Background: an optimization exercise with open tools, aiming at small area. Do not read the settings as production practice.
Function was checked by simulation only, so behaviour that the tests miss may differ from the original.
Power is estimated from default activity; no workload was simulated.

== P ==
==> flow/design.v <==
`timescale 1ns/1ns
package pi_pkg;
  localparam int adc_wid = 18;                        
  localparam int err_wid = adc_wid + 1;               
  localparam int consts_wid  = 48;
  localparam int consts_frac = 33;
  localparam int mul_wid     = consts_wid + err_wid;  
  localparam int sum_wid     = mul_wid + 1;           
  localparam int dac_data_wid  = 20;
  localparam int dac_frame_wid = 24;
  localparam logic [3:0] dac_code = 4'b0010;          
  localparam int keep_frac = dac_data_wid - adc_wid;  
  localparam int delay_wid = 16;                      
  typedef enum logic [2:0] {
    idle,    
    delay,   
    adc,     
    mul,     
    dac      
  } loop_state_t;
  typedef struct packed {
    logic signed [adc_wid-1:0]    setpt;   
    logic signed [consts_wid-1:0] alpha;   
    logic signed [consts_wid-1:0] p;
    logic [delay_wid-1:0]         delay;
  } loop_cfg_t;
  typedef struct packed {
    logic signed [err_wid-1:0] err_cur;
    logic signed [sum_wid-1:0] adj;    
  } loop_status_t;
endpackage
`timescale 1ns/1ns
module pi_loop_top (
  input  logic                 clk,
  input  logic                 rst_n,
  input  logic                 arm,
  input  logic signed [17:0]   cfg_setpt,    
  input  logic signed [47:0]   cfg_alpha,    
  input  logic signed [47:0]   cfg_p,        
  input  logic [15:0]          cfg_delay,    
  output logic                 adc_sck,
  output logic                 adc_conv,
  input  logic                 adc_in,
  output logic                 dac_sck,
  output logic                 dac_ss,
  output logic                 dac_out,
  output logic signed [18:0]   status_err_cur,
  output logic signed [67:0]   status_adj
);
  localparam logic [1:0] s_idle = 2'd0, s_dly = 2'd1, s_run = 2'd2, s_dac = 2'd3;
  logic [1:0]  st;
  logic        cap, clr;           
  logic [15:0] n;                  
  wire idle = (st == s_idle);
  wire dly  = (st == s_dly);
  wire run  = (st == s_run);       
  wire dacp = (st == s_dac);       
  wire [6:0] n7 = n[6:0];
  wire [7:0] n8 = n[7:0];
  wire tdone   = dly && !cap && (&n[15:1]);  
  wire run_end = run && (n7 == 7'd96);
  wire dac_end = dacp && (n8 == 8'd192);
  always_ff @(posedge clk) begin
    if (!rst_n) begin
      st  <= s_idle;
      cap <= 1'b0;
      clr <= 1'b0;
    end else begin
      cap <= idle && arm;
      clr <= idle && !arm;
      case (st)
        s_idle:  if (arm) st <= s_dly;
        s_dly:   if (tdone) st <= s_run;
        s_run:   if (run_end) st <= s_dac;
        default: if (dac_end) st <= s_idle;
      endcase
    end
  end
  always_ff @(posedge clk) begin
    if (cap) n <= ~{cfg_delay[15:1], cfg_delay[0] | ~|cfg_delay};  
    else if (run_end) n <= '0;
    else n <= n + 1'b1;
  end
  logic signed [47:0] alpha_q, p_q;
  logic [18:0]        ws;          
  logic               tbit;        
  logic signed [18:0] err_q;
  logic signed [67:0] adj_q;
  logic               epz;         
  always_ff @(posedge clk) begin
    if (cap) begin
      alpha_q <= cfg_alpha;
      p_q     <= cfg_p;
    end
  end
  wire       samp  = run && (n7[1:0] == 2'd3) && (n7 <= 7'd71);
  wire [4:0] kb    = n7[6:2];      
  wire       t_new = ws[18];
  wire       nz    = adc_in ^ t_new;
  wire       dneg  = nz && ((kb == 5'd0) ? adc_in : t_new);
  logic [18:0] ws_next;
  always_comb begin
    logic bw;
    bw = dneg;
    ws_next[0] = nz;
    for (int b = 0; b < 18; b++) begin
      ws_next[b+1] = ws[b] ^ bw;
      bw = bw && !ws[b];
    end
  end
  always_ff @(posedge clk) begin
    if (cap) ws <= {cfg_setpt, 1'b1};
    else if (samp) ws <= ws_next;
    if (samp) tbit <= t_new;
  end
  always_ff @(posedge clk) begin
    if (run && n7 == 7'd75) err_q <= {~ws[18], ws[17:0]};
  end
  assign adc_conv = run && (n7 <= 7'd1);
  assign adc_sck  = run && !n7[1] && (n7 >= 7'd4) && (n7 <= 7'd73);
  logic [67:0] qr;                 
  logic        msb, c1, c2;        
  wire       act   = run && (n7 <= 7'd75);
  wire [1:0] j     = n7[1:0];
  wire [4:0] i     = n7[6:2];      
  wire       first = (i == 5'd0);
  logic ep_b, a_b;
  always_comb begin
    ep_b = 1'b0; a_b = 1'b0;
    for (int k = 0; k <= 18; k++) begin
      if (i == k[4:0]) begin
        if (k >= 1) a_b = adj_q[18-k];
        ep_b = err_q[18-k];
      end
    end
  end
  wire aen  = !first && ws[0];      
  wire aneg = tbit ^ (i == 5'd1);
  wire pen  = ep_b && !epz;
  wire pneg = !first;
  wire [67:0] alpha_x = {{20{alpha_q[47]}}, alpha_q};
  wire [67:0] p_x     = {{20{p_q[47]}}, p_q};
  wire [67:0] ash_x   = {18'd0, adj_q[67:18]};
  logic [16:0] ach, pch, shch;
  always_comb begin
    case (j)
      2'd0: begin ach = alpha_x[16:0];  pch = p_x[16:0];  shch = ash_x[16:0];  end
      2'd1: begin ach = alpha_x[33:17]; pch = p_x[33:17]; shch = ash_x[33:17]; end
      2'd2: begin ach = alpha_x[50:34]; pch = p_x[50:34]; shch = ash_x[50:34]; end
      default: begin ach = alpha_x[67:51]; pch = p_x[67:51]; shch = ash_x[67:51]; end
    endcase
  end
  wire [16:0] u = first ? shch : {qr[15:0], (j == 2'd0) ? a_b : msb};
  wire [16:0] v = aen ? (ach ^ {17{aneg}}) : 17'd0;
  wire [16:0] w = pen ? (pch ^ {17{pneg}}) : 17'd0;
  wire [16:0] cs = u ^ v ^ w;
  wire [16:0] cc = (u & v) | (u & w) | (v & w);
  wire        k1 = (j == 2'd0) ? (aen & aneg) : c1;
  wire        k2 = (j == 2'd0) ? (pen & pneg) : c2;
  wire [17:0] r  = {1'b0, cs} + {1'b0, cc[15:0], k1} + {17'd0, k2};
  always_ff @(posedge clk) begin
    msb <= qr[16];
    c1  <= cc[16];
    c2  <= r[17];
    qr  <= {act ? r[16:0] : qr[16:0], qr[67:17]};
  end
  wire a_ld   = rst_n && run && (n7 == 7'd95);
  wire a_hold = rst_n && !clr && !(run && (n7 == 7'd95));
  wire [67:0] qperm = {qr[16:0], qr[67:51], qr[50:34], qr[33:17]};
  always_ff @(posedge clk) begin
    adj_q <= (qperm & {68{a_ld}}) | (adj_q & {68{a_hold}});
    if (!rst_n || clr) epz <= 1'b1;
    else if (a_ld) epz <= 1'b0;
  end
  wire [36:0] rt   = adj_q[67:31];
  wire        fits = (&rt[36:19]) || !(|rt[36:19]);
  wire [19:0] dac_val = fits ? rt[19:0] : (rt[36] ? 20'h80000 : 20'h7ffff);
  wire [23:0] frame = {4'b0010, dac_val};
  logic [31:0] frame_msb;          
  always_comb begin
    frame_msb = '0;
    for (int k = 0; k < 24; k++) frame_msb[k] = frame[23-k];
  end
  assign dac_out = frame_msb[n8[7:3]];
  assign dac_ss  = !(dacp && (n8 < 8'd192));
  assign dac_sck = dacp && (n8 < 8'd192) && n8[2];
  assign status_err_cur = err_q;
  assign status_adj     = adj_q;
endmodule
clock: 7.0 ns
lec_check: 0
cap_margin: 20
core_margin: 2
core_utilization: 55
slew_margin: 20
standard.sh (not shown) runs the stock make flow with config.mk's settings and CLKGATE_MAP_FILE= SYNTH_SCRIPT=/design/flow/synth_recipe.tcl, a recipe that flattens the netlist after the stock synthesis.
==> flow/flow/run.sh <==
#!/bin/bash
# Standard ORFS layout (the standard.sh, standard synthesis), with two changes:
# the port buffers use the smallest buffer cell, and clock tree synthesis inserts no
# dummy loads. Each make run writes its full output to a log file here.
set -euo pipefail
export BUFFER_PORTS_ARGS="-buffer_cell sky130_fd_sc_hd__buf_1"
export CTS_ARGS="-sink_clustering_enable -repair_clock_nets -dont_use_dummy_load -buf_list sky130_fd_sc_hd__clkbuf_8 -sink_clustering_size 16 -sink_clustering_max_diameter 60"
export RECOVER_POWER=100
bash standard.sh > flow_standard.log 2>&1
P completed end to end; final checks failed (max-capacitance violations, max-slew violations).
Input changes introduced in Q (baseline for comparison: P):
Settings: CORE_UTILIZATION changed from 55 to 65; SLEW_MARGIN changed from 20 to 0; CAP_MARGIN changed from 20 to 0.
--- a/flow/flow/run.sh
+++ b/flow/flow/run.sh
@@ -8 +7,0 @@
-export RECOVER_POWER=100
==> comparison <==
- Looking only at hold slack, and setting everything else aside, the lower value of Q and P goes to Q.
- Per the comparison of Q with P, sequential cell area stayed essentially flat; share of total power in combinational logic went up 0.8 points; required time of the critical path went up 0.05 ns; power flat.
- Complete run, failing final checks: P, reason max-capacitance violations, max-slew violations.
- Q closes out successfully: all stages finished, all timing, DRC and antenna checks passed.
- Internal power of the cells delta (P -> Q): insignificant
Edits applied to the flow inputs when going from Q to R:
Settings: CORE_UTILIZATION: 65 -> 55.
--- a/flow/flow/run.sh
+++ b/flow/flow/run.sh
@@ -7 +7 @@
-export CTS_ARGS="-sink_clustering_enable -repair_clock_nets -dont_use_dummy_load -buf_list sky130_fd_sc_hd__clkbuf_8 -sink_clustering_size 16 -sink_clustering_max_diameter 60"
+export CTS_ARGS="-sink_clustering_enable -repair_clock_nets -dont_use_dummy_load -buf_list {sky130_fd_sc_hd__clkbuf_8 sky130_fd_sc_hd__clkbuf_16} -sink_clustering_size 30 -sink_clustering_max_diameter 60"
Results
R | stages: all done | timing, DRC, antenna: all pass
Worst slew slack as a fraction of its limit: R > Q
Re chip width: R is about 8% up on Q.
Summary — area growth from synthesis to layout, R relative to Q: higher, by 2.0 points.
Required time of the critical path ends up higher on Q.
Non-clock buffer count: R > Q
Wire length for R: 1.8% up relative to Q
### R -> S
--- a/flow/flow/run.sh
+++ b/flow/flow/run.sh
@@ -7 +7 @@
-export CTS_ARGS="-sink_clustering_enable -repair_clock_nets -dont_use_dummy_load -buf_list {sky130_fd_sc_hd__clkbuf_8 sky130_fd_sc_hd__clkbuf_16} -sink_clustering_size 30 -sink_clustering_max_diameter 60"
+export CTS_ARGS="-sink_clustering_enable -repair_clock_nets -dont_use_dummy_load -buf_list sky130_fd_sc_hd__clkbuf_8 -sink_clustering_size 16 -sink_clustering_max_diameter 60"
Violation count after the first detailed-route iteration sits higher in S than in R. Clock-buffer cell count (S over R): increase, about 20%. The global-route usage on R is in line with that on S. S against R: net switching component of the power down about 1.1%, number of buffers and inverters on the critical path up 1, number of clock buffers inserted by TritonCTS up 4, worst setup slack down 0.0096 ns.
[inputs] T vs S
--- a/flow/flow/run.sh
+++ b/flow/flow/run.sh
@@ -7 +7 @@
-export CTS_ARGS="-sink_clustering_enable -repair_clock_nets -dont_use_dummy_load -buf_list sky130_fd_sc_hd__clkbuf_8 -sink_clustering_size 16 -sink_clustering_max_diameter 60"
+export CTS_ARGS="-sink_clustering_enable -repair_clock_nets -dont_use_dummy_load -buf_list sky130_fd_sc_hd__clkbuf_8 -sink_clustering_size 20 -sink_clustering_max_diameter 55"
Results
- The multi-input logic portion of the cell area was comparable across T and S.
- Compared to S, T has signal arrival time at the worst endpoint 0.02 ns higher.
- Against S, T reports a wire length of the first global-routing pass that is higher.

==> afterwards: timing with drivers on the ports <==
Ports are ideal in the flow. The routed layouts listed here were re-timed in OpenROAD.
Step 1 assumes that a clkbuf_16 drives the clock port and a buf_2 every other input.
Step 2 moves the port delays by t, midway between the first and last clock arrival at a register: inputs arrive t later, outputs are due t later. That takes back most of the time a late clock gives input paths.
Three values: ideal, step 1, step 2; two values: the first two.
| run | t, ns | setup WS [ns] | cell pins on the clock port's net |
|---|---|---|---|
| P | 0.581 | 1.037 / 1.037 / 1.037 | 1 |
| Q | 0.597 | 1.623 / 1.623 / 1.623 | 1 |
| R | 0.551 | 1.529 / 1.529 / 1.529 | 1 |
| S | 0.581 | 1.520 / 1.520 / 1.520 | 1 |
| T | 0.597 | 1.481 / 1.481 / 1.481 | 1 |
